From an optimization exercise on the open Yosys and OpenROAD flow, aimed at small area, a short achievable clock period and few clock cycles per item; shortcuts taken in it are not production practice.
The RTL was checked by simulation tests, not by an equivalence proof against the original design.
Power and IR drop assume default switching activity.

==> umber <==
Design servo_recipe_sequencer_top, start of the top module:
module servo_recipe_sequencer_top #(
  parameter int RECIPE_DEPTH = 128
) (
  input  logic                               clk,
  input  logic                               rst_n,
  input  logic                               in_tvalid,
  output logic                               in_tready,
  input  logic [srs_pkg::IN_TDATA_W-1:0]     in_tdata,
  input  logic [srs_pkg::MODE_W-1:0]         in_tuser,
  output logic                               out_tvalid,
  input  logic                               out_tready,
  output logic [srs_pkg::OUT_TDATA_W-1:0]    out_tdata,
  input  logic                               cfg_valid,
  output logic                               cfg_ready,
  input  logic [srs_pkg::CIDX_W-1:0]         cfg_index,
  input  logic [srs_pkg::PULSE_W-1:0]        cfg_data
);
  localparam logic [2:0] OP_TICK = 3'd0;
  localparam logic [2:0] OP_P    = 3'd1;
  localparam logic [2:0] OP_C    = 3'd2;
  localparam logic [2:0] OP_R    = 3'd3;
  localparam logic [2:0] OP_L    = 3'd4;
  localparam logic [2:0] OP_B    = 3'd5;
  localparam logic [2:0] OP_NOP  = 3'd6;
  localparam logic [2:0] OP_UNK  = 3'd7;
  logic [7:0] in_ch;
  logic [2:0] in_op;
  logic       in_ld;
  logic [6:0] in_code;
  logic       in_fire;
  assign in_ch = in_tdata[7:0];
  always_comb begin
    in_ld = 1'b0;
    case (in_tuser)
      2'd0: in_op = OP_TICK;
      2'd1: begin
        if (in_ch[7:6] != 2'b01) begin
          in_op = OP_UNK;
        end else begin
          case (in_ch[4:0])
            5'h10:   in_op = OP_P;
            5'h03:   in_op = OP_C;
            5'h12:   in_op = OP_R;
            5'h0C:   in_op = OP_L;
            5'h0E:   in_op = OP_NOP;
            5'h02:   in_op = OP_B;
            default: in_op = OP_UNK;
          endcase
        end
      end
      2'd2: begin
        in_op = OP_NOP;
        in_ld = 1'b1;
      end
      default: in_op = OP_NOP;
    endcase
  ...
Settings: LEC_CHECK=0, CAP_MARGIN=20, CORE_MARGIN=2, CORE_UTILIZATION=40, SLEW_MARGIN=20; clock period 6.0 ns.
run.sh (not shown) runs the stock make flow with config.mk's settings and CLKGATE_MAP_FILE= SYNTH_SCRIPT=/design/flow/synth_recipe.tcl, a recipe that flattens the netlist after the stock synthesis.
==> inputs of garnet, as changes to umber <==
--- a/flow/design.v
+++ b/flow/design.v
@@ -60,30 +60,31 @@
     logic [POS_W-1:0] pos;
   } srs_state_t;
 endpackage
 module srs_ram #(
   parameter int DEPTH  = 128,
   parameter int ADDR_W = $clog2(DEPTH)
 ) (
   input  logic              clk,
-  input  logic              rst_n,
-  input  logic              we,
-  input  logic [ADDR_W-1:0] waddr,
+  input  logic              clr,        
+  input  logic [3:0]        wa0,        
+  input  logic [3:0]        wa1,        
+  input  logic [7:0]        wa2,        
   input  logic [6:0]        wdata,
   input  logic [ADDR_W-1:0] raddr,
   output logic [6:0]        rdata,
   output logic [6:0]        rdata0
 );
   logic [6:0] mem_r [DEPTH];
   logic [6:0] wd;
-  assign wd = rst_n ? wdata : 7'd0;
+  assign wd = clr ? 7'd0 : wdata;
   always_ff @(posedge clk) begin
     for (int i = 0; i < DEPTH; i++) begin
-      if (!rst_n || (we && waddr == ADDR_W'(i))) begin
+      if (clr || (wa0[i % 4] && wa1[(i / 4) % 4] && wa2[i / 16])) begin
         mem_r[i] <= wd;
       end
     end
   end
   logic [6:0] lv [2*DEPTH-1];
   always_comb begin
     for (int i = 0; i < DEPTH; i++) begin
       lv[DEPTH-1+i] = mem_r[i];
@@ -109,18 +110,18 @@
       3'd3,
       3'd6:    code = 7'b11_10_000;
       default: code = 7'b00_00_000;
     endcase
   end
 endmodule
 module srs_exec (
   input  logic [2:0] op,         
-  input  logic       ld,         
-  input  logic [6:0] ld_idx,     
+  input  logic       ld_pc,      
+  input  logic       ld_ls,      
   input  logic [6:0] ld_code,    
   input  logic [2:0] pos,
   input  logic [4:0] wait_cnt,
   input  logic [4:0] loop_cnt,
   input  logic       paused,
   input  logic [7:0] pc,
   input  logic [7:0] ls,
   input  logic [6:0] w,          
@@ -157,20 +158,18 @@
     wait_o   = wait_cnt;
     loop_o   = loop_cnt;
     paused_o = paused;
     pc_o     = pc;
     ls_o     = ls;
     w_o      = w;
     wl_o     = wl;
     status   = 3'd0;
-    if (ld) begin
-      if (!pc[7] && ld_idx == pc[6:0]) w_o = ld_code;
-      if (!ls[7] && ld_idx == ls[6:0]) wl_o = ld_code;
-    end
+    if (ld_pc) w_o = ld_code;
+    if (ld_ls) wl_o = ld_code;
     case (op)
       OP_TICK: begin
         if (wait_cnt != 5'd0) begin
           wait_o = wait_cnt - 5'd1;
           status = 3'd2;
         end else if (paused) begin
           status = 3'd3;
         end else if (w[6:5] == 2'b00) begin
@@ -281,21 +280,28 @@
   localparam logic [2:0] OP_TICK = 3'd0;
   localparam logic [2:0] OP_P    = 3'd1;
   localparam logic [2:0] OP_C    = 3'd2;
   localparam logic [2:0] OP_R    = 3'd3;
   localparam logic [2:0] OP_L    = 3'd4;
   localparam logic [2:0] OP_B    = 3'd5;
   localparam logic [2:0] OP_NOP  = 3'd6;
   localparam logic [2:0] OP_UNK  = 3'd7;
+  function automatic logic [3:0] dec2(input logic [1:0] a);
+    dec2    = 4'd0;
+    dec2[a] = 1'b1;
+  endfunction
+  function automatic logic [7:0] dec3(input logic [2:0] a);
+    dec3    = 8'd0;
+    dec3[a] = 1'b1;
+  endfunction
   logic [7:0] in_ch;
   logic [2:0] in_op;
   logic       in_ld;
   logic [6:0] in_code;
-  logic       in_fire;
   assign in_ch = in_tdata[7:0];
   always_comb begin
     in_ld = 1'b0;
     case (in_tuser)
       2'd0: in_op = OP_TICK;
       2'd1: begin
         if (in_ch[7:6] != 2'b01) begin
           in_op = OP_UNK;
@@ -319,18 +325,22 @@
     endcase
   end
   srs_store u_code (
     .word (in_tdata[22:15]),
     .code (in_code)
   );
   logic       x_valid_r;
   logic [2:0] x_op_r;
-  logic       x_ld_r;
-  logic [6:0] x_idx_r;
+  logic [3:0] x_wa0_r;      
+  logic [3:0] x_wa1_r;
+  logic [7:0] x_wa2_r;
+  logic       rst_q_n;
+  logic       ld_pc;
+  logic       ld_ls;
   logic [6:0] x_code_r;
   logic       x_fire;
   logic [2:0] pos_r;
   logic [4:0] wait_r;
   logic [4:0] loop_r;
   logic       paused_r;
   logic [7:0] pc_r;
   logic [7:0] ls_r;
@@ -353,42 +363,42 @@
   logic [7:0]  o_pc_r;
   logic        k_valid_r;
   logic [2:0]  k_pos_r;
   logic [2:0]  k_status_r;
   logic [7:0]  k_pc_r;
   logic        o_free;
   assign x_fire    = x_valid_r && !k_valid_r;
   assign in_tready = !x_valid_r || !k_valid_r;
-  assign in_fire   = in_tvalid && in_tready;
   assign cfg_ready = 1'b1;
   assign o_free    = !o_valid_r || out_tready;
   logic [6:0] rd_w1;
   logic [6:0] rd_w0;
   logic [6:0] w1;
   logic [7:0] pc_inc;
   assign pc_inc = pc_r + 8'd1;
   srs_ram #(
     .DEPTH  (RECIPE_DEPTH),
     .ADDR_W (7)
   ) u_ram (
     .clk    (clk),
-    .rst_n  (rst_n),
-    .we     (x_fire && x_ld_r),
-    .waddr  (x_idx_r),
+    .clr    (!rst_q_n),
+    .wa0    (x_wa0_r),
+    .wa1    (x_wa1_r),
+    .wa2    (x_fire ? x_wa2_r : 8'd0),
     .wdata  (x_code_r),
     .raddr  (pc_inc[6:0]),
     .rdata  (rd_w1),
     .rdata0 (rd_w0)
   );
   assign w1 = pc_inc[7] ? 7'd0 : rd_w1;
   srs_exec u_exec (
     .op       (x_op_r),
-    .ld       (x_ld_r),
-    .ld_idx   (x_idx_r),
+    .ld_pc    (ld_pc),
+    .ld_ls    (ld_ls),
     .ld_code  (x_code_r),
     .pos      (pos_r),
     .wait_cnt (wait_r),
     .loop_cnt (loop_r),
     .paused   (paused_r),
     .pc       (pc_r),
     .ls       (ls_r),
     .w        (w_r),
@@ -431,31 +441,45 @@
       pulse_r[5] <= PULSE_RESET_5;
     end else if (cfg_valid && (cfg_index < 3'd6)) begin
       pulse_r[cfg_index] <= cfg_data;
     end
   end
   always_ff @(posedge clk) begin
     if (!rst_n) begin
       x_valid_r <= 1'b0;
-    end else if (in_fire) begin
-      x_valid_r <= 1'b1;
-    end else if (x_fire) begin
-      x_valid_r <= 1'b0;
+    end else if (in_tready) begin
+      x_valid_r <= in_tvalid;
     end
   end
   always_ff @(posedge clk) begin
-    if (in_fire) begin
+    if (in_tready) begin
       x_op_r   <= in_op;
-      x_ld_r   <= in_ld;
-      x_idx_r  <= in_tdata[14:8];
+      x_wa0_r  <= (in_ld && in_tvalid) ? dec2(in_tdata[9:8]) : 4'd0;
+      x_wa1_r  <= dec2(in_tdata[11:10]);
+      x_wa2_r  <= (in_ld && in_tvalid) ? dec3(in_tdata[14:12]) : 8'd0;
       x_code_r <= in_code;
     end
   end
   always_ff @(posedge clk) begin
+    rst_q_n <= rst_n;
+  end
+  always_comb begin
+    logic [3:0] p0, p1, l0, l1;
+    logic [7:0] p2, l2;
+    p0 = dec2(pc_r[1:0]);
+    p1 = dec2(pc_r[3:2]);
+    p2 = pc_r[7] ? 8'd0 : dec3(pc_r[6:4]);
+    l0 = dec2(ls_r[1:0]);
+    l1 = dec2(ls_r[3:2]);
+    l2 = ls_r[7] ? 8'd0 : dec3(ls_r[6:4]);
+    ld_pc = |(x_wa0_r & p0) && |(x_wa1_r & p1) && |(x_wa2_r & p2);
+    ld_ls = |(x_wa0_r & l0) && |(x_wa1_r & l1) && |(x_wa2_r & l2);
+  end
+  always_ff @(posedge clk) begin
     if (!rst_n) begin
       pos_r    <= 3'd0;
       wait_r   <= 5'd0;
       loop_r   <= 5'd0;
       paused_r <= 1'b0;
       pc_r     <= 8'd0;
       ls_r     <= 8'd0;
       w_r      <= 7'd0;
==> flow/config.mk (replaced) <==
export PLATFORM = sky130hd
export DESIGN_NAME = servo_recipe_sequencer_top
export DESIGN_NICKNAME = servo_recipe_sequencer_top
export VERILOG_FILES = /design/flow/design.v
export SDC_FILE = /design/flow/constraint.sdc
export NUM_CORES = 4
export LEC_CHECK = 0
export ABC_CLOCK_PERIOD_IN_PS = 3000
export CAP_MARGIN = 20
export CORE_MARGIN = 2
export CORE_UTILIZATION = 40
export SETUP_SLACK_MARGIN = 3.0
export SLEW_MARGIN = 20
==> summary.txt <==
- Of garnet and umber, garnet has the higher power (gap about 8%, measured against umber).
- Between garnet and umber, the lower clock skew is in umber (gap 9.4 ps).
- umber ran to the end with no violations. garnet ran to the end with no violations.
- Between garnet and umber, the lower via count is in umber (gap about 9%, measured against umber).
- Hold slack: umber is higher than garnet (6.8 ps).
- Between garnet and umber, the lower sequential power is in umber (gap about 1%, measured against umber).
- Between garnet and umber, the lower maximum frequency is in umber (gap about 32%, measured against umber).
- Against umber, the global-route usage of garnet is higher by 3.0 points.
==> figures <==
| quantity | umber | garnet |
|---|---|---|
| Critical Path RT | 6640 ps | 6560 ps |
| Ratio of final minimum period to clock period | 71.0% | 53.7% |
| Count of plain and timing-repair buffers in the layout | 157 | 384 |
| Placed wire-length estimate | 71.1 mm | 77.5 mm |
| Post-route cell area | 52800 sq um | 58000 sq um |
| Endpoint of the worst register-to-register path | w_r[6] | w_r[4] |
| Multiplexer area fraction after synthesis | 12.4% | 13.2% |
| Total met3 wirelength after detailed routing | 7.44 mm | 11.8 mm |
| Area of all sequential standard cells | 32400 sq um | 32700 sq um |
| Result of the run | complete, no violations | complete, no violations |
| Area of the multi-input gates | 13300 sq um | 14700 sq um |
| Initial DRC Count | 2620 | 3408 |
| Uppermost layer routed | met4 | met5 |
| Total Nets Final | 3151 | 3330 |
| Core Area | 116000 sq um | 116000 sq um |
| Rel. slew slack | 23.8% | 22.1% |
Testbench counts of umber, summed over its fixed seeds: cycles 12,933, items 12,885.
Testbench counts of garnet, summed over its fixed seeds: cycles 12,933, items 12,885.

[separate check: timing with driven ports]
Ports are ideal in the flow. The routed layouts listed here were re-timed in OpenROAD. Step 1 assumes that a clkbuf_16 drives the clock port and a buf_2 every other input. Step 2 adds t to the input delays and takes it off the output delays; t is the mean of the earliest and latest rising clock arrival at the registers after step 1. Input paths then give back, and output paths get back, about the clock's delay inside the block. a / b / c = ideal / step 1 / step 2; a / b = the first two.
| run | shift t [ns] | setup WS [ns] | worst setup path after step 2 | worst data-port slew with drivers (ns) |
|---|---|---|---|---|
| umber | 0.768 | 1.741 / 1.741 / 1.741 | register to register | 0.15 |
| garnet | 0.776 | 2.779 / 2.779 / 2.404 | input to register | 0.15 |
After both steps setup and hold are still met in every run listed. For garnet, which loses most, drivers alone change the setup slack by 0.000 ns; drivers and shift together by -0.375 ns.
